This is an optimization exercise on Yosys and OpenROAD, whose aim is small area and few clock cycles per item, not a production implementation.
Function was checked by simulation only, so behaviour that the tests miss may differ from the original.
Power is estimated from default activity; no workload was simulated.

`design.v`:
```
package mcer_pkg;
   localparam int CHANNELS          = 4;
   localparam int TIME_BITS_DEFAULT = 16;
   localparam int LEN_W             = 16;
   localparam int SCALE_W           = 16;
   localparam int TIMEOUT_W         = 16;
   localparam int DIST_W            = 24;
   localparam int DIST_SHIFT        = 8;
   localparam int PROD_W            = LEN_W + SCALE_W;
   localparam int CSR_W             = 16;
   localparam int CSR_IDX_W         = 2;
   localparam int TICK_W            = 4;
   localparam logic [CSR_IDX_W-1:0] CSR_CHANNEL_ENABLE = 2'd0;
   localparam logic [CSR_IDX_W-1:0] CSR_TIMEOUT_US     = 2'd1;
   localparam logic [CSR_IDX_W-1:0] CSR_DISTANCE_SCALE = 2'd2;
   localparam logic [CHANNELS-1:0]  ENABLE_RESET  = 4'hF;
   localparam logic [TIMEOUT_W-1:0] TIMEOUT_RESET = 16'd30000;
   localparam logic [SCALE_W-1:0]   SCALE_RESET   = 16'd1114;
   localparam logic [TICK_W-1:0] TRIG_LOW_TICKS  = 4'd2;
   localparam logic [TICK_W-1:0] TRIG_HIGH_TICKS = 4'd10;
   typedef enum logic [1:0] {
      PH_IDLE,
      PH_TRIG_LOW,
      PH_TRIG_HIGH,
      PH_MEASURE
   } phase_type;
   typedef struct packed {
      logic             done;
      logic [LEN_W-1:0] length;
   } lane_status_type;
   typedef struct packed {
      logic                trigger;
      logic                complete;
      logic [CHANNELS-1:0] done_mask;
      logic                timed_out;
   } summary_type;
   typedef logic [CHANNELS*LEN_W-1:0]  length_vec_type;
   typedef logic [CHANNELS*DIST_W-1:0] distance_vec_type;
endpackage
module mcer_lane #(
   parameter int TIME_BITS = mcer_pkg::TIME_BITS_DEFAULT
) (
   input  logic                     clock,
   input  logic                     reset,
   input  logic                     step,
   input  logic                     start,
   input  logic                     measure,
   input  logic                     enable,
   input  logic                     level,
   input  logic [TIME_BITS-1:0]     elapsed,
   output logic                     status_done,
   output logic [mcer_pkg::LEN_W-1:0] status_length
);
   localparam int DIFF_W = (TIME_BITS > mcer_pkg::LEN_W) ? TIME_BITS : mcer_pkg::LEN_W;
   logic                 level_ff, level_in;
   logic                 seen_ff, seen_in;
   logic                 done_ff, done_in;
   logic [TIME_BITS-1:0] stamp_ff, stamp_in;
   logic [mcer_pkg::LEN_W-1:0]     length_ff, length_in;
   logic [TIME_BITS-1:0] span;
   logic [DIFF_W-1:0]    span_wide;
   always_comb begin
      level_in  = step ? level : level_ff;
      seen_in   = seen_ff;
      done_in   = done_ff;
      stamp_in  = stamp_ff;
      length_in = length_ff;
      span      = elapsed - stamp_ff;
      span_wide = DIFF_W'(span);
      if (start) begin
         seen_in   = 1'b0;
         done_in   = 1'b0;
         stamp_in  = '0;
         length_in = '0;
      end else if (measure && enable) begin
         if (level && !level_ff) begin
            stamp_in = elapsed;
            seen_in  = 1'b1;
         end else if (!level && level_ff && seen_ff) begin
            length_in = span_wide[mcer_pkg::LEN_W-1:0];
            done_in   = 1'b1;
         end
      end
      status_done   = done_in;
      status_length = length_in;
   end
   always_ff @(posedge clock) begin
      if (reset) begin
         level_ff <= 1'b0;
         seen_ff  <= 1'b0;
         done_ff  <= 1'b0;
      end else begin
         level_ff <= level_in;
         seen_ff  <= seen_in;
         done_ff  <= done_in;
      end
      stamp_ff  <= stamp_in;
      length_ff <= length_in;
   end
endmodule
module mcer_merge (
   input  logic                       clock,
   input  logic                       reset,
   input  logic                       in_valid,
   output logic                       in_ready,
   input  mcer_pkg::summary_type      in_summary,
   input  mcer_pkg::length_vec_type   in_length,
   input  logic [mcer_pkg::SCALE_W-1:0] scale,
   output logic                       rsp_valid,
   input  logic                       rsp_ready,
   output mcer_pkg::summary_type      rsp_summary,
   output mcer_pkg::distance_vec_type rsp_distance
);
   logic             s1_valid_ff, s1_valid_in;
   mcer_pkg::summary_type      s1_summary_ff, s1_summary_in;
   mcer_pkg::length_vec_type   s1_length_ff, s1_length_in;
   logic             out_valid_ff, out_valid_in;
   mcer_pkg::summary_type      out_summary_ff, out_summary_in;
   mcer_pkg::distance_vec_type out_distance_ff, out_distance_in;
   logic             out_load;
   logic             take;
   logic [mcer_pkg::PROD_W-1:0] product [mcer_pkg::CHANNELS];
   always_comb begin
      out_load        = s1_valid_ff && (!out_valid_ff || rsp_ready);
      in_ready        = !s1_valid_ff || out_load;
      take            = in_valid && in_ready;
      s1_valid_in     = take ? 1'b1 : (out_load ? 1'b0 : s1_valid_ff);
      s1_summary_in   = take ? in_summary : s1_summary_ff;
      s1_length_in    = take ? in_length : s1_length_ff;
      out_valid_in    = out_load ? 1'b1 : (rsp_ready ? 1'b0 : out_valid_ff);
      out_summary_in  = out_load ? s1_summary_ff : out_summary_ff;
      out_distance_in = out_distance_ff;
      for (int i = 0; i < mcer_pkg::CHANNELS; i++) begin
         product[i] = mcer_pkg::PROD_W'(s1_length_ff[i*mcer_pkg::LEN_W +: mcer_pkg::LEN_W]) * mcer_pkg::PROD_W'(scale);
         if (out_load) begin
            out_distance_in[i*mcer_pkg::DIST_W +: mcer_pkg::DIST_W] = product[i][mcer_pkg::DIST_SHIFT +: mcer_pkg::DIST_W];
         end
      end
   end
   always_ff @(posedge clock) begin
      if (reset) begin
         s1_valid_ff  <= 1'b0;
         out_valid_ff <= 1'b0;
      end else begin
         s1_valid_ff  <= s1_valid_in;
         out_valid_ff <= out_valid_in;
      end
      s1_summary_ff   <= s1_summary_in;
      s1_length_ff    <= s1_length_in;
      out_summary_ff  <= out_summary_in;
      out_distance_ff <= out_distance_in;
   end
   assign rsp_valid    = out_valid_ff;
   assign rsp_summary  = out_summary_ff;
   assign rsp_distance = out_distance_ff;
endmodule
module multi_channel_echo_ranger #(
   parameter int TIME_BITS = mcer_pkg::TIME_BITS_DEFAULT
) (
   input  logic                            clock,
   input  logic                            reset,
   input  logic                            req_valid,
   output logic                            req_ready,
   input  logic                            req_operation,
   input  logic [mcer_pkg::CHANNELS-1:0]   req_echo_levels,
   output logic                            rsp_valid,
   input  logic                            rsp_ready,
   output logic                            rsp_trigger,
   output logic                            rsp_complete,
   output logic [mcer_pkg::CHANNELS-1:0]   rsp_done_mask,
   output logic                            rsp_timed_out,
   output logic [mcer_pkg::DIST_W-1:0]     rsp_distance_0,
   output logic [mcer_pkg::DIST_W-1:0]     rsp_distance_1,
   output logic [mcer_pkg::DIST_W-1:0]     rsp_distance_2,
   output logic [mcer_pkg::DIST_W-1:0]     rsp_distance_3,
   input  logic                            csr_write_en,
   input  logic [mcer_pkg::CSR_IDX_W-1:0]  csr_index,
   input  logic [mcer_pkg::CSR_W-1:0]      csr_write_data
);
   localparam int CMP_W = (TIME_BITS > mcer_pkg::TIMEOUT_W) ? TIME_BITS : mcer_pkg::TIMEOUT_W;
   localparam logic [TIME_BITS-1:0] TIME_MAX = {TIME_BITS{1'b1}};
   logic [mcer_pkg::CHANNELS-1:0]  channel_enable_ff, channel_enable_in;
   logic [mcer_pkg::TIMEOUT_W-1:0] timeout_ff, timeout_in;
   logic [mcer_pkg::SCALE_W-1:0]   scale_ff, scale_in;
   mcer_pkg::phase_type            phase_ff, phase_in, phase_eff;
   logic [mcer_pkg::TICK_W-1:0]    ticks_ff, ticks_in, ticks_eff, ticks_step;
   logic [TIME_BITS-1:0] elapsed_ff, elapsed_in, elapsed_eff, elapsed_step;
   logic                 accept;
   logic                 start;
   logic                 measure;
   logic                 all_done;
   logic                 expired;
   logic                 finish;
   logic                 trigger;
   logic [mcer_pkg::CHANNELS-1:0] lane_done;
   mcer_pkg::length_vec_type       lane_length;
   mcer_pkg::summary_type          summary;
   mcer_pkg::length_vec_type       lengths;
   mcer_pkg::summary_type          rsp_summary;
   mcer_pkg::distance_vec_type     rsp_distance;
   always_comb begin
      channel_enable_in = channel_enable_ff;
      timeout_in        = timeout_ff;
      scale_in          = scale_ff;
      if (csr_write_en) begin
         unique case (csr_index)
            mcer_pkg::CSR_CHANNEL_ENABLE: channel_enable_in = csr_write_data[mcer_pkg::CHANNELS-1:0];
            mcer_pkg::CSR_TIMEOUT_US:     timeout_in        = csr_write_data[mcer_pkg::TIMEOUT_W-1:0];
            mcer_pkg::CSR_DISTANCE_SCALE: scale_in          = csr_write_data[mcer_pkg::SCALE_W-1:0];
            default: ;
         endcase
      end
   end
   always_ff @(posedge clock) begin
      if (reset) begin
         channel_enable_ff <= mcer_pkg::ENABLE_RESET;
         timeout_ff        <= mcer_pkg::TIMEOUT_RESET;
         scale_ff          <= mcer_pkg::SCALE_RESET;
      end else begin
         channel_enable_ff <= channel_enable_in;
         timeout_ff        <= timeout_in;
         scale_ff          <= scale_in;
      end
   end
   always_comb begin
      accept       = req_valid && req_ready;
      start        = accept && req_operation;
      phase_eff    = req_operation ? mcer_pkg::PH_TRIG_LOW : phase_ff;
      ticks_eff    = req_operation ? '0 : ticks_ff;
      elapsed_eff  = req_operation ? '0 : elapsed_ff;
      ticks_step   = ticks_eff + mcer_pkg::TICK_W'(1);
      elapsed_step = (elapsed_eff != TIME_MAX) ? elapsed_eff + TIME_BITS'(1) : elapsed_eff;
      measure      = accept && (phase_eff == mcer_pkg::PH_MEASURE);
      all_done     = 1'b1;
      for (int i = 0; i < mcer_pkg::CHANNELS; i++) begin
         if (channel_enable_ff[i] && !lane_done[i]) begin
            all_done = 1'b0;
         end
      end
      expired  = (CMP_W'(elapsed_step) >= CMP_W'(timeout_ff)) || (elapsed_step == TIME_MAX);
      finish   = 1'b0;
      trigger  = 1'b0;
      phase_in   = phase_ff;
      ticks_in   = ticks_ff;
      elapsed_in = elapsed_ff;
      if (accept) begin
         phase_in   = phase_eff;
         ticks_in   = ticks_eff;
         elapsed_in = elapsed_eff;
         unique case (phase_eff)
            mcer_pkg::PH_IDLE: ;
            mcer_pkg::PH_TRIG_LOW: begin
               ticks_in = ticks_step;
               if (ticks_step >= mcer_pkg::TRIG_LOW_TICKS) begin
                  phase_in = mcer_pkg::PH_TRIG_HIGH;
                  ticks_in = '0;
               end
            end
            mcer_pkg::PH_TRIG_HIGH: begin
               trigger  = 1'b1;
               ticks_in = ticks_step;
               if (ticks_step >= mcer_pkg::TRIG_HIGH_TICKS) begin
                  phase_in   = mcer_pkg::PH_MEASURE;
                  ticks_in   = '0;
                  elapsed_in = '0;
               end
            end
            mcer_pkg::PH_MEASURE: begin
               elapsed_in = elapsed_step;
               if (all_done || expired) begin
                  finish   = 1'b1;
                  phase_in = mcer_pkg::PH_IDLE;
               end
            end
         endcase
      end
      summary.trigger   = trigger;
      summary.complete  = finish;
      summary.timed_out = finish && !all_done;
      for (int i = 0; i < mcer_pkg::CHANNELS; i++) begin
         summary.done_mask[i] = finish && lane_done[i];
         lengths[i*mcer_pkg::LEN_W +: mcer_pkg::LEN_W] = summary.done_mask[i] ? lane_length[i*mcer_pkg::LEN_W +: mcer_pkg::LEN_W] : '0;
      end
   end
   always_ff @(posedge clock) begin
      if (reset) begin
         phase_ff   <= mcer_pkg::PH_IDLE;
         ticks_ff   <= '0;
         elapsed_ff <= '0;
      end else begin
         phase_ff   <= phase_in;
         ticks_ff   <= ticks_in;
         elapsed_ff <= elapsed_in;
      end
   end
   for (genvar g = 0; g < mcer_pkg::CHANNELS; g++) begin : g_lane
      mcer_lane #(
         .TIME_BITS(TIME_BITS)
      ) u_lane (
         .clock   (clock),
         .reset   (reset),
         .step    (accept),
         .start   (start),
         .measure (measure),
         .enable  (channel_enable_ff[g]),
         .level   (req_echo_levels[g]),
         .elapsed (elapsed_step),
         .status_done   (lane_done[g]),
         .status_length (lane_length[g*mcer_pkg::LEN_W +: mcer_pkg::LEN_W])
      );
   end
   mcer_merge u_merge (
      .clock        (clock),
      .reset        (reset),
      .in_valid     (req_valid),
      .in_ready     (req_ready),
      .in_summary   (summary),
      .in_length    (lengths),
      .scale        (scale_ff),
      .rsp_valid    (rsp_valid),
      .rsp_ready    (rsp_ready),
      .rsp_summary  (rsp_summary),
      .rsp_distance (rsp_distance)
   );
   assign rsp_trigger    = rsp_summary.trigger;
   assign rsp_complete   = rsp_summary.complete;
   assign rsp_done_mask  = rsp_summary.done_mask;
   assign rsp_timed_out  = rsp_summary.timed_out;
   assign rsp_distance_0 = rsp_distance[0*mcer_pkg::DIST_W +: mcer_pkg::DIST_W];
   assign rsp_distance_1 = rsp_distance[1*mcer_pkg::DIST_W +: mcer_pkg::DIST_W];
   assign rsp_distance_2 = rsp_distance[2*mcer_pkg::DIST_W +: mcer_pkg::DIST_W];
   assign rsp_distance_3 = rsp_distance[3*mcer_pkg::DIST_W +: mcer_pkg::DIST_W];
endmodule
```
`run.sh`:
```
#!/bin/bash
# synth_recipe.tcl (not shown) runs the flow's synth.tcl, then flattens the netlist and writes it again
# the make line also repeats each setting of config.mk as NAME=value (left out here)
make -C /OpenROAD-flow-scripts/flow DESIGN_CONFIG=/design/flow/config.mk WORK_HOME=/design/flow/orfs CLKGATE_MAP_FILE= SYNTH_SCRIPT=/design/flow/synth_recipe.tcl finish
```
`config.mk`:
```
export PLATFORM = sky130hd
export DESIGN_NAME = multi_channel_echo_ranger
export DESIGN_NICKNAME = multi_channel_echo_ranger
export VERILOG_FILES = /design/flow/design.v
export SDC_FILE = /design/flow/constraint.sdc
export NUM_CORES = 4
export LEC_CHECK = 0
export CAP_MARGIN = 20
export CORE_MARGIN = 2
export CORE_UTILIZATION = 40
export PLACE_DENSITY = 0.6
export SLEW_MARGIN = 20
```
`constraint.sdc`:
```
create_clock -name core_clock -period 10.0 [get_ports {clock}]
set_input_delay 2.0000 -clock core_clock [delete_from_list [all_inputs] [get_ports {clock}]]
set_output_delay 2.0000 -clock core_clock [all_outputs]
set_load 0.01 [all_outputs]
```
==> summary.txt <==
[synth_stat cells, drive strengths merged, types with 71 or more instances]
| cell | count |
|---|---|
| a211oi | 71 |
| a21oi | 206 |
| and2 | 479 |
| clkbuf | 242 |
| dfxtp | 200 |
| edfxtp | 174 |
| fa | 776 |
| ha | 487 |
| inv | 1012 |
| nand2 | 799 |
| nor2 | 205 |
| o21ai | 78 |
| xnor2 | 106 |
[power groups by stage]
stage | clock, uW | sequential, uW | combinational [uW]
5_1_grt | 1900 | 2020 | 3960
4_1_cts | 1850 | 2010 | 3470
3_5_place_dp | 0 | 2040 | 3450
2_1_floorplan | 0 | 2030 | 2500
6_report | 1790 | 2010 | 3420
3_3_place_gp | 0 | 2040 | 3400
[cell type report]
cell class | instances | area [um^2] | share of cell area [%]
sequential | 374 | 9250 | 17.3
clock buffer | 63 | 1310 | 2.46
clock inverter | 24 | 270 | 0.505
tap | 1625 | 2030 | 3.80
timing repair buffer | 184 | 1730 | 3.24
inverter | 1012 | 3800 | 7.10
multi-input combinational | 3735 | 35100 | 65.6
[cells by family (layout without fill, tap and decap cells)]
group | Yosys count | count (layout) | share of synthesized area (%)
AOI/OAI and AO/OA | 549 | 549 | 7.17
DFF | 374 | 374 | 18.8
adders and majority gates | 1263 | 1263 | 44.1
buffers and inverters | 1263 | 1283 | 9.71
muxes | 8 | 8 | 0.163
and+or+nand+nor | 1765 | 1765 | 17.4
xor gates and xnor gates | 150 | 150 | 2.68
[flip-flops by register name (all words and copies together) (netlist names)]
register,cells
g_lane.u_lane.seen_ff,4
phase_ff,2
g_lane.u_lane.level_ff,4
scale_ff,16
elapsed_ff,16
g_lane.u_lane.done_ff,4
ticks_ff,4
timeout_ff,16
u_merge.s1_length_ff,64
g_lane.u_lane.stamp_ff,64
u_merge.out_distance_ff,96
u_merge.out_valid_ff,1
channel_enable_ff,4
u_merge.out_summary_ff,7
u_merge.s1_valid_ff,1
u_merge.s1_summary_ff,7
g_lane.u_lane.length_ff,64
[worst max-delay path: cells and delay by family, from the launching register on]
kind                     cells  cell delay [ns]
adder cells (fa/ha/maj)      7             3.24
buffers and inverters        4             0.58
XOR/XNOR                     1             0.08
AND/OR/NAND/NOR              3             0.52
AO/OA/AOI/OAI                6             2.05
flip-flops                   1             0.93
[worst max path at each step]
stage / slack (ns) / startpoint / to
after global routing: 1.94 / scale_ff[2] / u_merge.out_distance_ff[47]
after CTS: 2.38 / scale_ff[2] / u_merge.out_distance_ff[47]
final: 2.32 / scale_ff[2] / u_merge.out_distance_ff[47]
after detailed placement: 1.94 / req_operation / u_merge.s1_length_ff[51]
after global placement: 2.08 / req_operation / u_merge.s1_length_ff[53]
after floorplan: 2.50 / rsp_ready / u_merge.out_distance_ff[0]
[routing by layer]
layer	up-vias	routed length, um	track usage, %
li1	16600	-	-
met1	17900	55000	27.3
met2	833	59300	34.0
met3	156	6060	2.49
met4	0	2990	5.17
met5	-	0	0
[per-stage QoR]
step / power, uW / utilization [%] / cells
after floorplan: 4530 / - / 5372
after global placement: 5440 / 42.6 / 6930
after detailed placement: 5490 / 42.6 / 6930
after CTS: 7330 / 43.9 / 7017
after global routing: 7880 / 43.9 / 7017
final: 7220 / 43.9 / 7017
==> results.tsv <==
metric	value	unit
count of vias placed by the detailed router	35500	
share of power burned in combinational logic	47.4	%
TritonCTS Buffers	47	
Hold Path Origin	u_merge.s1_summary_ff[1]	
net switching component of the power	2750	uW
proportion of synthesized flip-flops having asynchronous set or reset	0	%
Die Span Y	354	um
worst skew pair latency	0.65	ns
actual slew at the worst max-slew pin	1.11	ns
final-report max-slew violation count	0	
count of cells resized by post-cts repair	0	
ratio of total power to cell area	135	nW/um^2
global placement routability congestion	0.886	
number of fill cells	12000	
total non-filler cell area in the finished layout	53500	um^2
leakage power	0.0251	uW
Port-buffer cells	132	
internal power	4460	uW
Top cell by count, worst path	sky130_fd_sc_hd__fa_1	
TritonCTS clock tree	yes	
logic depth of the worst register-to-register path	21	
type of the worst setup path	flop to flop	
share of power burned in the clock network	24.8	%
sequential share of power	27.8	%
Total Die Area	125000	um^2
Fmax achieved	130	MHz
data arrival at the endpoint of the critical path	8.06	ns
post-layout net count	6645	
count of endpoints failing hold in the final timing report	0	
RSZ-0062 raised after global routing	false	
antenna diode count	0	
# clock sinks	374	
largest net degree at the start of global routing	70	
TNS Setup	0	ns
cell count after synthesis	5372	
Synth area leaders	sky130_fd_sc_hd__fa_1 (32%), sky130_fd_sc_hd__ha_1 (12%), sky130_fd_sc_hd__edfxtp_1 (11%), sky130_fd_sc_hd__dfxtp_1 (8.2%), sky130_fd_sc_hd__inv_1 (7.7%)	
estimated wirelength of the detail-placed design	91400	um
remaining max-slew budget at the tightest pin	25.6	%
share of cells above drive strength 1	3.17	%
terminating pin of the worst hold path	u_merge.out_summary_ff[1]	
Post-Synthesis Cell Area	49100	um^2
Hold Path Stages	0	
library cell with the largest summed area after synthesis	sky130_fd_sc_hd__fa_1	
number of H-tree levels	2	
cell breakdown of the critical path	buf_4 > nand2_1 > fa_1 > fa_1 > inv_1 > fa_1 > fa_1 > fa_1 > inv_1 > fa_1 > inv_1 > ha_1 > a211oi_1 > nand2_1 > a311oi_1 > o211ai_1 > a31oi_1 > o31ai_1 > or2_2 > a21oi_1 > xnor2_1	
ports placed on the boundary	133	
smallest setup slack after layout	2.32	ns
count of final setup violators	0	
drt pass-1 iters	5	
final period demand of the worst path	7.68	ns
placed standard-cell area	51900	um^2
switching part of the total	38.1	%
setup repair bufs after CTS	0	
clock transition time at the flip-flop clock pins of the worst setup and hold paths	0.07	ns
most frequent cells in the layout	sky130_fd_sc_hd__inv_1 (1009), sky130_fd_sc_hd__nand2_1 (799), sky130_fd_sc_hd__fa_1 (776), sky130_fd_sc_hd__ha_1 (487), sky130_fd_sc_hd__and2_1 (479)	
vias per inst	5.06	
aggregate global routing overflow	0	
Worst Hold Slack	0.410	ns
Synth Net Count	6663	
number of enable-type register cells in the synthesized netlist	174	
Post-Place Worst Slack	1.94	ns
vias in the first global route	36600	
type of origin of the critical path	flop	
ys flop type	sky130_fd_sc_hd__dfxtp_1	
Max stage delay cell, worst path	sky130_fd_sc_hd__dfxtp_2	
# Max-Cap Violations	0	
die outline width	354	um
mean post-synth cell area	9.13	um^2
top fanout value on the critical path	27	
initial antenna violation count	2	
peak per-stage delay on the critical path	0.93	ns
worst hold path class	flop to flop	
endpoint type of the worst setup path	flop	
most common cell after layout, fill and taps aside	sky130_fd_sc_hd__inv_1	
reg2reg end	u_merge.out_distance_ff[47]	
GR Util All Layers	20.1	%
sequential element share of the synthesized area	18.8	%
worst IR drop on VDD	0.116	mV
worst clock skew	0.0251	ns
Core ar.	122000	um^2
wire length of the first global-routing pass	200000	um
number of synthesized register bits	374	
antenna-violating nets left	0	
share of Yosys cell area claimed by the top area cell type	31.7	%
setup slack of the most critical reg-to-reg path	2.32	ns
area delta synth->final	9.02	%
number of placement rows	128	
Final Cycle Share	76.8	%
outcome	no timing/DRC/antenna violations	
launch instance of the worst register-to-register path	scale_ff[2]	
unique cell type count in the Yosys netlist	74	
maximum clock insertion buffer count	3	
yosys warns	4	
Worst EP required	10.38	ns
number of buffers inserted by hold repair at cts	0	
number of DRC violations after detailed routing	0	
initial DRC count	1836	
DR WL/cell	17.6	um
library cell used as clock root buffer	sky130_fd_sc_hd__clkbuf_16	
sum of routed wire length over all layers	123000	um
initial standard-cell utilization of the core	40.3	%
Testbench counts, summed over its fixed seeds: cycles 151,240, items 151,224.

[separate check: timing with driven ports]
How much do the figures lean on ideal ports? The routed layout below was timed once more, with nothing changed but the port constraints.
Step 1, drivers: a clkbuf_16 drives clock and a buf_2 each remaining input, both assumed.
Step 2 moves the port delays by t, midway between the first and last clock arrival at a register: inputs arrive t later, outputs are due t later. That takes back most of the time a late clock gives input paths.
a / b / c = no drivers / after step 1 / after step 2; a / b = the first two.
t (ns): 0.700
slack for setup (ns): 2.322 / 2.322 / 1.743
worst hold slack (ns): 0.410 / 0.410 / 0.410
worst setup path at the end: input to register
cell pins on the clock port's net: 1
After both steps setup and hold are still met in this run. For this run, drivers alone change the setup slack by 0.000 ns; drivers and shift together by -0.579 ns.
